Source: an optimization exercise on an open RTL-to-GDS flow (aim: small area, a short achievable clock period and few clock cycles). Production flows keep margins and buffers that such runs may drop.

==> inputs of run a <==
==> flow/design.v <==
module mdu_lzc64 (
    input  logic [63:0] x,
    output logic [6:0]  cnt
);
    logic [63:0]    v0;
    logic [31:0]    v1;
    logic [31:0]    c1;
    logic [15:0]    v2;
    logic [31:0]    c2;
    logic [7:0]     v3;
    logic [23:0]    c3;
    logic [3:0]     v4;
    logic [15:0]    c4;
    logic [1:0]     v5;
    logic [9:0]     c5;
    always_comb begin
        v0 = x;
        for (int g = 0; g < 32; g++) begin
            v1[g] = v0[2*g+1] | v0[2*g];
            c1[g] = ~v0[2*g+1];
        end
        for (int g = 0; g < 16; g++) begin
            v2[g]         = v1[2*g+1] | v1[2*g];
            c2[2*g +: 2]  = v1[2*g+1] ? {1'b0, c1[2*g+1]} : {1'b1, c1[2*g]};
        end
        for (int g = 0; g < 8; g++) begin
            v3[g]         = v2[2*g+1] | v2[2*g];
            c3[3*g +: 3]  = v2[2*g+1] ? {1'b0, c2[2*(2*g+1) +: 2]} : {1'b1, c2[2*(2*g) +: 2]};
        end
        for (int g = 0; g < 4; g++) begin
            v4[g]         = v3[2*g+1] | v3[2*g];
            c4[4*g +: 4]  = v3[2*g+1] ? {1'b0, c3[3*(2*g+1) +: 3]} : {1'b1, c3[3*(2*g) +: 3]};
        end
        for (int g = 0; g < 2; g++) begin
            v5[g]         = v4[2*g+1] | v4[2*g];
            c5[5*g +: 5]  = v4[2*g+1] ? {1'b0, c4[4*(2*g+1) +: 4]} : {1'b1, c4[4*(2*g) +: 4]};
        end
        if (v5[1])      cnt = {2'b00, c5[9:5]};
        else if (v5[0]) cnt = {2'b01, c5[4:0]};
        else            cnt = 7'd64;
    end
endmodule
module mdu_neg64 (
    input  logic [63:0] x,
    input  logic        neg,
    output logic [63:0] y
);
    logic [6:0][63:0] u;
    logic [63:0]      p;
    always_comb begin
        u[0] = x;
        for (int l = 0; l < 6; l++) begin
            u[l+1] = u[l];
            for (int i = 0; i < 64; i++)
                if ((i % (2 << l)) == (2 << l) - 1) u[l+1][i] = u[l][i] | u[l][i - (1 << l)];
        end
        p = u[6];
        for (int l = 4; l >= 0; l--)
            for (int i = 0; i < 64; i++)
                if ((i % (2 << l)) == (1 << l) - 1 && i >= (2 << l)) p[i] = p[i] | p[i - (1 << l)];
        y = x ^ ({p[62:0], 1'b0} & {64{neg}});
    end
endmodule
module mdu_add #(
    parameter int W = 66
) (
    input  logic [W-1:0] a,
    input  logic [W-1:0] b,
    input  logic         ci,
    output logic [W-1:0] s
);
    localparam int L = $clog2(W + 1);
    logic [L:0][W:0] g;
    logic [L:0][W:0] p;
    always_comb begin
        g[0] = {a & b, ci};
        p[0] = {a ^ b, 1'b0};
        for (int l = 0; l < L; l++)
            for (int i = 0; i <= W; i++)
                if ((i >> l) & 1) begin
                    g[l+1][i] = g[l][i] | (p[l][i] & g[l][((i >> l) << l) - 1]);
                    p[l+1][i] = p[l][i] & p[l][((i >> l) << l) - 1];
                end else begin
                    g[l+1][i] = g[l][i];
                    p[l+1][i] = p[l][i];
                end
        s = (a ^ b) ^ g[L][W-1:0];
    end
endmodule
module mdu_seq #(
    parameter int XLEN = 64
) (
    input  logic            clk,
    input  logic            rst_n,
    input  logic            req_valid,
    output logic            req_ready,
    input  logic [4:0]      req_op,
    input  logic            req_word,
    input  logic [XLEN-1:0] req_src1,
    input  logic [XLEN-1:0] req_src2,
    input  logic [4:0]      req_rd,
    input  logic            flush,
    output logic            resp_valid,
    input  logic            resp_ready,
    output logic [XLEN-1:0] resp_data,
    output logic [4:0]      resp_rd,
    output logic            busy
);
    localparam int MDU_MUL  = 0;
    localparam int MDU_DIV  = 1;
    localparam int MDU_DIVU = 2;
    localparam int MDU_REM  = 3;
    localparam int MDU_REMU = 4;
    localparam logic [1:0] IDLE = 2'd0;
    localparam logic [1:0] ALGN = 2'd1;    
    localparam logic [1:0] ITER = 2'd2;
    localparam logic [1:0] FIN  = 2'd3;    
    logic [1:0]  state_q;
    logic        resp_valid_q;
    logic        fix_q;
    logic [65:0] r0_q;       
    logic [64:0] r1_q;       
    logic [63:0] r2_q;       
    logic        pp1_q;      
    logic        pp2_q;      
    logic        ppn_q;      
    logic [5:0]  cnt_q;      
    logic        last_q;     
    logic        triv_q;     
    logic        bz_q;       
    logic        mul_q;
    logic        rem_q;
    logic        inv_q;
    logic        word_q;
    logic        s1_q;
    logic        s2_q;
    logic [4:0]  rd_q;
    logic [63:0] resp_q;
    logic [4:0]  resp_rd_q;
    logic        resp_word_q;
    logic        accept;
    logic        resp_free;
    logic        can_end;    
    assign resp_free  = ~fix_q & (~resp_valid_q | resp_ready);
    assign can_end    = ((state_q == ALGN) & triv_q) |
                        ((state_q == ITER) & last_q & ~rem_q) |
                        (state_q == FIN);
    assign req_ready  = ~flush & ((state_q == IDLE) | (can_end & resp_free));
    assign accept     = req_valid & req_ready;
    assign busy       = (state_q != IDLE) | resp_valid_q | fix_q;
    assign resp_valid = resp_valid_q;
    assign resp_data  = resp_word_q ? {{32{resp_q[31]}}, resp_q[31:0]} : resp_q;
    assign resp_rd    = resp_rd_q;
    logic        in_sgn;
    logic        in_onehot;
    logic        in_mul;
    logic [63:0] in_ext1, in_ext2;
    logic        in_s1, in_s2;
    logic [63:0] in_m1, in_m2;
    logic        in_m2_small;    
    logic [6:0]  in_lz2;
    logic [6:0]  in_lz1e;        
    logic [7:0]  in_k;
    logic        in_bz;
    logic        in_triv;
    logic        in_swap;
    always_comb begin
        in_onehot = (req_op != 5'd0) && ((req_op & (req_op - 5'd1)) == 5'd0);
        in_mul    = req_op[MDU_MUL] & in_onehot;
        in_sgn    = req_op[MDU_MUL] | req_op[MDU_DIV] | req_op[MDU_REM];
        in_ext1   = req_word ? {{32{in_sgn & req_src1[31]}}, req_src1[31:0]} : req_src1;
        in_ext2   = req_word ? {{32{in_sgn & req_src2[31]}}, req_src2[31:0]} : req_src2;
        in_s1     = in_sgn & in_ext1[63];
        in_s2     = in_sgn & in_ext2[63];
        in_m2_small = (in_ext2[63:1] == 63'd0) | (in_ext2 == 64'hFFFF_FFFF_FFFF_FFFF);
        in_bz     = (in_ext2 == 64'd0);
    end
    mdu_neg64 u_neg1 (.x(in_ext1), .neg(in_s1), .y(in_m1));
    mdu_neg64 u_neg2 (.x(in_ext2), .neg(in_s2), .y(in_m2));
    mdu_lzc64 u_lz1 (.x(in_s1 ? {~in_ext1[62:0], 1'b1} : in_ext1), .cnt(in_lz1e));
    mdu_lzc64 u_lz2 (.x(in_ext2 ^ {64{in_s2}}), .cnt(in_lz2));
    always_comb begin
        in_k    = {1'b0, in_lz2} - {1'b0, in_lz1e};
        in_triv = ~in_mul & (~in_onehot | in_bz | in_k[7]);
        in_swap = in_lz1e > in_lz2;
    end
    logic [2:0]  bt_in, bt_swap, bt_it;
    logic        msgn;
    always_comb begin
        msgn    = s1_q ^ s2_q;
        bt_in   = {in_m2[0],
                   in_m2[1] & ~in_m2[0],
                   in_m2[1] ^ in_s1 ^ in_s2};
        bt_swap = {r1_q[0],
                   r1_q[1] & ~r1_q[0],
                   r1_q[1] ^ msgn};
        bt_it   = {r2_q[2] ^ r2_q[1],
                   (r2_q[3] & ~r2_q[2] & ~r2_q[1]) | (~r2_q[3] & r2_q[2] & r2_q[1]),
                   (r2_q[3] & ~(r2_q[2] & r2_q[1])) ^ msgn};
    end
    logic [64:0] n_d;
    always_comb begin
        n_d = {1'b0, r2_q} << cnt_q;
    end
    logic [65:0] add_b;
    logic [65:0] sum;
    logic        qbit;
    always_comb begin
        add_b = ({66{pp1_q}} & {1'b0, r1_q}) | ({66{pp2_q}} & {r1_q, 1'b0});
        add_b = add_b ^ {66{ppn_q}};
    end
    mdu_add #(.W(66)) u_add (.a(r0_q), .b(add_b), .ci(ppn_q), .s(sum));
    assign qbit = ~sum[65];
    logic [63:0] it_res;
    logic        it_neg;
    logic [63:0] tr_res;
    logic        tr_neg;
    logic [63:0] fin_res;
    logic [63:0] fix_val;
    always_comb begin
        it_res  = mul_q ? sum[63:0] : {r2_q[62:0], qbit};
        it_neg  = ~mul_q & (s1_q ^ s2_q);
        tr_res  = inv_q ? 64'd0 : (rem_q ? r1_q[63:0] : (bz_q ? 64'hFFFF_FFFF_FFFF_FFFF : 64'd0));
        tr_neg  = ~inv_q & rem_q & s1_q;
        fin_res = r0_q[65] ? sum[63:0] : r0_q[63:0];
    end
    mdu_neg64 u_negf (.x(resp_q), .neg(1'b1), .y(fix_val));
    logic        load_resp;
    logic [63:0] load_val;
    logic        load_neg;
    logic        it_go;      
    always_comb begin
        load_resp = can_end & resp_free;
        load_val  = it_res;
        load_neg  = it_neg;
        if (state_q == ALGN) begin
            load_val  = tr_res;
            load_neg  = tr_neg;
        end else if (state_q == FIN) begin
            load_val  = fin_res;
            load_neg  = s1_q;
        end
        it_go = (state_q == ITER) && (!last_q || rem_q || resp_free);
    end
    always_ff @(posedge clk or negedge rst_n) begin
        if (!rst_n) begin
            state_q      <= IDLE;
            resp_valid_q <= 1'b0;
            fix_q        <= 1'b0;
        end else begin
            if (load_resp) begin
                resp_valid_q <= ~load_neg;
                fix_q        <= load_neg;
            end else if (fix_q) begin
                resp_valid_q <= 1'b1;
                fix_q        <= 1'b0;
            end else if (resp_ready) begin
                resp_valid_q <= 1'b0;
            end
            if (accept)
                state_q <= (in_mul && !in_swap) ? ITER : ALGN;
            else if (load_resp)
                state_q <= IDLE;
            else if (state_q == ALGN && !triv_q)
                state_q <= ITER;
            else if (it_go && last_q)
                state_q <= FIN;      
            if (flush) begin
                state_q      <= IDLE;
                resp_valid_q <= 1'b0;
                fix_q        <= 1'b0;
            end
        end
    end
    always_ff @(posedge clk) begin
        if (load_resp) begin
            resp_q      <= load_val;
            resp_rd_q   <= rd_q;
            resp_word_q <= word_q;
        end else if (fix_q) begin
            resp_q      <= fix_val;
        end
        if (accept) begin
            mul_q   <= in_mul;
            rem_q   <= req_op[MDU_REM] | req_op[MDU_REMU];
            inv_q   <= ~in_onehot;
            word_q  <= req_word;
            s1_q    <= in_s1;
            s2_q    <= in_s2;
            rd_q    <= req_rd;
            r0_q    <= in_mul ? 66'd0 : {2'b00, in_m1};
            r1_q    <= {1'b0, in_m1};
            r2_q    <= in_m2;
            {pp1_q, pp2_q, ppn_q} <= in_mul ? bt_in : 3'b101;
            triv_q  <= in_triv;
            bz_q    <= in_bz;
            cnt_q   <= in_mul ? 6'd0 : (in_k[6] ? 6'd63 : in_k[5:0]);
            last_q  <= in_mul ? in_m2_small : (in_lz2 == in_lz1e);
        end else if (state_q == ALGN && !triv_q) begin
            r1_q    <= n_d;
            if (mul_q) begin
                r2_q   <= r1_q[63:0];
                last_q <= (r1_q[63:1] == 63'd0);
                {pp1_q, pp2_q, ppn_q} <= bt_swap;
            end else begin
                r2_q   <= 64'd0;
            end
        end else if (it_go) begin
            r0_q <= sum;
            if (mul_q) begin
                r1_q    <= {r1_q[62:0], 2'b00};
                r2_q    <= {2'b00, r2_q[63:2]};
                last_q  <= (r2_q[63:3] == 61'd0);
                {pp1_q, pp2_q, ppn_q} <= bt_it;
            end else begin
                if (!last_q) r1_q <= {1'b0, r1_q[64:1]};
                r2_q    <= {r2_q[62:0], qbit};
                ppn_q   <= qbit;
                cnt_q   <= cnt_q - 6'd1;
                last_q  <= (cnt_q == 6'd1);
            end
        end
    end
endmodule
==> flow/run.sh <==
#!/bin/bash
# synth_recipe.tcl (not shown) runs the flow's synth.tcl, then flattens the netlist and writes it again
# the make line also repeats each setting of config.mk as NAME=value (left out here)
make -C /OpenROAD-flow-scripts/flow DESIGN_CONFIG=/design/flow/config.mk WORK_HOME=/design/flow/orfs CLKGATE_MAP_FILE= SYNTH_SCRIPT=/design/flow/synth_recipe.tcl finish
==> flow/config.mk <==
export PLATFORM = sky130hd
export DESIGN_NAME = mdu_seq
export DESIGN_NICKNAME = mdu_seq
export VERILOG_FILES = /design/flow/design.v
export SDC_FILE = /design/flow/constraint.sdc
export NUM_CORES = 4
export LEC_CHECK = 0
export CAP_MARGIN = 20
export CORE_MARGIN = 2
export CORE_UTILIZATION = 40
export SETUP_SLACK_MARGIN = 2.0
export SLEW_MARGIN = 20
==> flow/constraint.sdc <==
create_clock -name core_clock -period 6.0 [get_ports {clk}]
set_input_delay 1.2000 -clock core_clock [delete_from_list [all_inputs] [get_ports {clk}]]
set_output_delay 1.2000 -clock core_clock [all_outputs]
set_load 0.01 [all_outputs]
==> inputs of run b, as changes to run a <==
--- a/flow/design.v
+++ b/flow/design.v
@@ -61,32 +61,6 @@
         y = x ^ ({p[62:0], 1'b0} & {64{neg}});
     end
 endmodule
-module mdu_add #(
-    parameter int W = 66
-) (
-    input  logic [W-1:0] a,
-    input  logic [W-1:0] b,
-    input  logic         ci,
-    output logic [W-1:0] s
-);
-    localparam int L = $clog2(W + 1);
-    logic [L:0][W:0] g;
-    logic [L:0][W:0] p;
-    always_comb begin
-        g[0] = {a & b, ci};
-        p[0] = {a ^ b, 1'b0};
-        for (int l = 0; l < L; l++)
-            for (int i = 0; i <= W; i++)
-                if ((i >> l) & 1) begin
-                    g[l+1][i] = g[l][i] | (p[l][i] & g[l][((i >> l) << l) - 1]);
-                    p[l+1][i] = p[l][i] & p[l][((i >> l) << l) - 1];
-                end else begin
-                    g[l+1][i] = g[l][i];
-                    p[l+1][i] = p[l][i];
-                end
-        s = (a ^ b) ^ g[L][W-1:0];
-    end
-endmodule
 module mdu_seq #(
     parameter int XLEN = 64
 ) (
@@ -114,16 +88,13 @@
     localparam logic [1:0] IDLE = 2'd0;
     localparam logic [1:0] ALGN = 2'd1;    
     localparam logic [1:0] ITER = 2'd2;
-    localparam logic [1:0] FIN  = 2'd3;    
     logic [1:0]  state_q;
     logic        resp_valid_q;
     logic        fix_q;
-    logic [65:0] r0_q;       
+    logic [63:0] r0_q;       
     logic [64:0] r1_q;       
     logic [63:0] r2_q;       
-    logic        pp1_q;      
-    logic        pp2_q;      
-    logic        ppn_q;      
+    logic        bprev_q;    
     logic [5:0]  cnt_q;      
     logic        last_q;     
     logic        triv_q;     
@@ -140,16 +111,14 @@
     logic        resp_word_q;
     logic        accept;
     logic        resp_free;
-    logic        can_end;    
     assign resp_free  = ~fix_q & (~resp_valid_q | resp_ready);
-    assign can_end    = ((state_q == ALGN) & triv_q) |
-                        ((state_q == ITER) & last_q & ~rem_q) |
-                        (state_q == FIN);
-    assign req_ready  = ~flush & ((state_q == IDLE) | (can_end & resp_free));
+    assign req_ready  = ~flush & ((state_q == IDLE) |
+                                  ((state_q == ALGN) & triv_q & resp_free) |
+                                  ((state_q == ITER) & last_q & resp_free));
     assign accept     = req_valid & req_ready;
     assign busy       = (state_q != IDLE) | resp_valid_q | fix_q;
     assign resp_valid = resp_valid_q;
-    assign resp_data  = resp_word_q ? {{32{resp_q[31]}}, resp_q[31:0]} : resp_q;
+    assign resp_data  = resp_q;
     assign resp_rd    = resp_rd_q;
     logic        in_sgn;
     logic        in_onehot;
@@ -157,8 +126,9 @@
     logic [63:0] in_ext1, in_ext2;
     logic        in_s1, in_s2;
     logic [63:0] in_m1, in_m2;
+    logic        in_m1_small;    
     logic        in_m2_small;    
-    logic [6:0]  in_lz2;
+    logic [6:0]  in_lz1, in_lz2;
     logic [6:0]  in_lz1e;        
     logic [7:0]  in_k;
     logic        in_bz;
@@ -172,75 +142,73 @@
         in_ext2   = req_word ? {{32{in_sgn & req_src2[31]}}, req_src2[31:0]} : req_src2;
         in_s1     = in_sgn & in_ext1[63];
         in_s2     = in_sgn & in_ext2[63];
+        in_m1_small = (in_ext1[63:1] == 63'd0) | (in_ext1 == 64'hFFFF_FFFF_FFFF_FFFF);
         in_m2_small = (in_ext2[63:1] == 63'd0) | (in_ext2 == 64'hFFFF_FFFF_FFFF_FFFF);
         in_bz     = (in_ext2 == 64'd0);
     end
     mdu_neg64 u_neg1 (.x(in_ext1), .neg(in_s1), .y(in_m1));
     mdu_neg64 u_neg2 (.x(in_ext2), .neg(in_s2), .y(in_m2));
-    mdu_lzc64 u_lz1 (.x(in_s1 ? {~in_ext1[62:0], 1'b1} : in_ext1), .cnt(in_lz1e));
+    mdu_lzc64 u_lz1 (.x(in_ext1 ^ {64{in_s1}}), .cnt(in_lz1));
     mdu_lzc64 u_lz2 (.x(in_ext2 ^ {64{in_s2}}), .cnt(in_lz2));
     always_comb begin
+        in_lz1e = in_lz1 - {6'd0, in_s1};
         in_k    = {1'b0, in_lz2} - {1'b0, in_lz1e};
         in_triv = ~in_mul & (~in_onehot | in_bz | in_k[7]);
         in_swap = in_lz1e > in_lz2;
     end
-    logic [2:0]  bt_in, bt_swap, bt_it;
-    logic        msgn;
-    always_comb begin
-        msgn    = s1_q ^ s2_q;
-        bt_in   = {in_m2[0],
-                   in_m2[1] & ~in_m2[0],
-                   in_m2[1] ^ in_s1 ^ in_s2};
-        bt_swap = {r1_q[0],
-                   r1_q[1] & ~r1_q[0],
-                   r1_q[1] ^ msgn};
-        bt_it   = {r2_q[2] ^ r2_q[1],
-                   (r2_q[3] & ~r2_q[2] & ~r2_q[1]) | (~r2_q[3] & r2_q[2] & r2_q[1]),
-                   (r2_q[3] & ~(r2_q[2] & r2_q[1])) ^ msgn};
-    end
     logic [64:0] n_d;
     always_comb begin
         n_d = {1'b0, r2_q} << cnt_q;
     end
-    logic [65:0] add_b;
+    logic        b0, b1;
+    logic        bt_one, bt_two, bt_neg;
+    logic [64:0] pp;
+    logic        inv_b;
+    logic [64:0] add_b;
     logic [65:0] sum;
     logic        qbit;
     always_comb begin
-        add_b = ({66{pp1_q}} & {1'b0, r1_q}) | ({66{pp2_q}} & {r1_q, 1'b0});
-        add_b = add_b ^ {66{ppn_q}};
+        b0     = r2_q[0];
+        b1     = r2_q[1];
+        bt_one = b0 ^ bprev_q;
+        bt_two = (b1 & ~b0 & ~bprev_q) | (~b1 & b0 & bprev_q);
+        bt_neg = b1 & ~(b0 & bprev_q);
+        pp     = mul_q ? {1'b0, (bt_one ? r1_q[63:0] : 64'd0) | (bt_two ? {r1_q[62:0], 1'b0} : 64'd0)}
+                       : r1_q;
+        inv_b  = mul_q ? (bt_neg ^ s1_q ^ s2_q) : 1'b1;
+        add_b  = pp ^ {65{inv_b}};
+        sum    = {2'b00, r0_q} + {1'b0, add_b} + {65'd0, inv_b};
+        qbit   = sum[65];
     end
-    mdu_add #(.W(66)) u_add (.a(r0_q), .b(add_b), .ci(ppn_q), .s(sum));
-    assign qbit = ~sum[65];
+    logic [63:0] div_rem, div_quo;
     logic [63:0] it_res;
     logic        it_neg;
     logic [63:0] tr_res;
     logic        tr_neg;
-    logic [63:0] fin_res;
     logic [63:0] fix_val;
     always_comb begin
-        it_res  = mul_q ? sum[63:0] : {r2_q[62:0], qbit};
-        it_neg  = ~mul_q & (s1_q ^ s2_q);
+        div_rem = qbit ? sum[63:0] : r0_q;
+        div_quo = {r2_q[62:0], qbit};
+        it_res  = mul_q ? sum[63:0] : (rem_q ? div_rem : div_quo);
+        it_neg  = ~mul_q & (rem_q ? s1_q : (s1_q ^ s2_q));
         tr_res  = inv_q ? 64'd0 : (rem_q ? r1_q[63:0] : (bz_q ? 64'hFFFF_FFFF_FFFF_FFFF : 64'd0));
         tr_neg  = ~inv_q & rem_q & s1_q;
-        fin_res = r0_q[65] ? sum[63:0] : r0_q[63:0];
     end
     mdu_neg64 u_negf (.x(resp_q), .neg(1'b1), .y(fix_val));
     logic        load_resp;
     logic [63:0] load_val;
     logic        load_neg;
-    logic        it_go;      
     always_comb begin
-        load_resp = can_end & resp_free;
+        load_resp = 1'b0;
         load_val  = it_res;
         load_neg  = it_neg;
-        if (state_q == ALGN) begin
+        if (state_q == ALGN && triv_q && resp_free) begin
+            load_resp = 1'b1;
             load_val  = tr_res;
             load_neg  = tr_neg;
-        end else if (state_q == FIN) begin
-            load_val  = fin_res;
-            load_neg  = s1_q;
+        end else if (state_q == ITER && last_q && resp_free) begin
+            load_resp = 1'b1;
         end
-        it_go = (state_q == ITER) && (!last_q || rem_q || resp_free);
     end
     always_ff @(posedge clk or negedge rst_n) begin
         if (!rst_n) begin
@@ -259,12 +227,10 @@
             end
             if (accept)
                 state_q <= (in_mul && !in_swap) ? ITER : ALGN;
-            else if (load_resp)
+            else if (state_q == ALGN)
+                state_q <= triv_q ? (resp_free ? IDLE : ALGN) : ITER;
+            else if (state_q == ITER && last_q && resp_free)
                 state_q <= IDLE;
-            else if (state_q == ALGN && !triv_q)
-                state_q <= ITER;
-            else if (it_go && last_q)
-                state_q <= FIN;      
             if (flush) begin
                 state_q      <= IDLE;
                 resp_valid_q <= 1'b0;
@@ -274,11 +240,11 @@
     end
     always_ff @(posedge clk) begin
         if (load_resp) begin
-            resp_q      <= load_val;
+            resp_q      <= word_q ? {{32{load_val[31]}}, load_val[31:0]} : load_val;
             resp_rd_q   <= rd_q;
             resp_word_q <= word_q;
         end else if (fix_q) begin
-            resp_q      <= fix_val;
+            resp_q      <= resp_word_q ? {{32{fix_val[31]}}, fix_val[31:0]} : fix_val;
         end
         if (accept) begin
             mul_q   <= in_mul;
@@ -288,34 +254,34 @@
             s1_q    <= in_s1;
             s2_q    <= in_s2;
             rd_q    <= req_rd;
-            r0_q    <= in_mul ? 66'd0 : {2'b00, in_m1};
+            r0_q    <= 64'd0;
             r1_q    <= {1'b0, in_m1};
             r2_q    <= in_m2;
-            {pp1_q, pp2_q, ppn_q} <= in_mul ? bt_in : 3'b101;
+            bprev_q <= 1'b0;
             triv_q  <= in_triv;
             bz_q    <= in_bz;
             cnt_q   <= in_mul ? 6'd0 : (in_k[6] ? 6'd63 : in_k[5:0]);
-            last_q  <= in_mul ? in_m2_small : (in_lz2 == in_lz1e);
+            last_q  <= in_mul ? in_m2_small : (in_k[6:0] == 7'd0);
         end else if (state_q == ALGN && !triv_q) begin
             r1_q    <= n_d;
             if (mul_q) begin
                 r2_q   <= r1_q[63:0];
                 last_q <= (r1_q[63:1] == 63'd0);
-                {pp1_q, pp2_q, ppn_q} <= bt_swap;
             end else begin
+                r0_q   <= r1_q[63:0];
                 r2_q   <= 64'd0;
             end
-        end else if (it_go) begin
-            r0_q <= sum;
+        end else if (state_q == ITER && (!last_q || resp_free)) begin
             if (mul_q) begin
+                r0_q    <= sum[63:0];
                 r1_q    <= {r1_q[62:0], 2'b00};
                 r2_q    <= {2'b00, r2_q[63:2]};
+                bprev_q <= b1;
                 last_q  <= (r2_q[63:3] == 61'd0);
-                {pp1_q, pp2_q, ppn_q} <= bt_it;
             end else begin
-                if (!last_q) r1_q <= {1'b0, r1_q[64:1]};
-                r2_q    <= {r2_q[62:0], qbit};
-                ppn_q   <= qbit;
+                r0_q    <= div_rem;
+                r1_q    <= {1'b0, r1_q[64:1]};
+                r2_q    <= div_quo;
                 cnt_q   <= cnt_q - 6'd1;
                 last_q  <= (cnt_q == 6'd1);
             end
--- a/flow/config.mk
+++ b/flow/config.mk
@@ -8,5 +8,4 @@
 export CAP_MARGIN = 20
 export CORE_MARGIN = 2
 export CORE_UTILIZATION = 40
-export SETUP_SLACK_MARGIN = 2.0
 export SLEW_MARGIN = 20
==> notes.md <==
Clock buffer cells=49; Ant. Diodes=11; Cells after Synth=roughly 3.9k; die width=between 200 and 300 µm; Seq/Total Area, Yosys=between 20% and 30%; number of buffers created by CTS=37; Layout clock area frac=about 2.7%; status=no timing/DRC/antenna violations
# the run above: run a

==> notes.md <==
status=no timing/DRC/antenna violations; Seq/Total Area, Yosys=roughly a quarter; Layout clock area frac=2.97%; die width=between 200 and 300 µm; Clock buffer cells=47; Ant. Diodes=4; number of buffers created by CTS=36; Cells after Synth=~4.3k
# the run above: run b

No functional check of the RTL was part of any run of this note.

## what the ideal ports hide
The flow's constraints put no driver on any port. The routed layouts listed below were extracted and timed again, unchanged, in two steps.
Step 1 (the two cells are an assumption about what drives the block):
set clk [get_ports {clk}]
set_driving_cell -lib_cell sky130_fd_sc_hd__clkbuf_16 $clk
set_driving_cell -lib_cell sky130_fd_sc_hd__buf_2 [delete_from_list [all_inputs] $clk]
Step 2, shift: input delay + t, output delay - t, t = (earliest + latest rising clock arrival at the registers) / 2. This alone moves slack from input paths to output paths.
Slacks: ideal / step 1 / step 2; pairs: ideal / step 1.
run | t, ns | setup slack, ns | hold slack, ns | worst register clock-pin slew, ns | worst data-port slew with drivers (ns)
run a | 0.623 | 1.100 / 1.120 / 0.497 | 0.420 / 0.420 / 0.420 | 0.07 / 0.07 | 0.06
run b | 0.655 | 0.174 / 0.226 / -0.429 | 0.416 / 0.416 / 0.416 | 0.07 / 0.07 | 0.07
With both steps, setup timing fails in run b, where it was met with ideal ports.
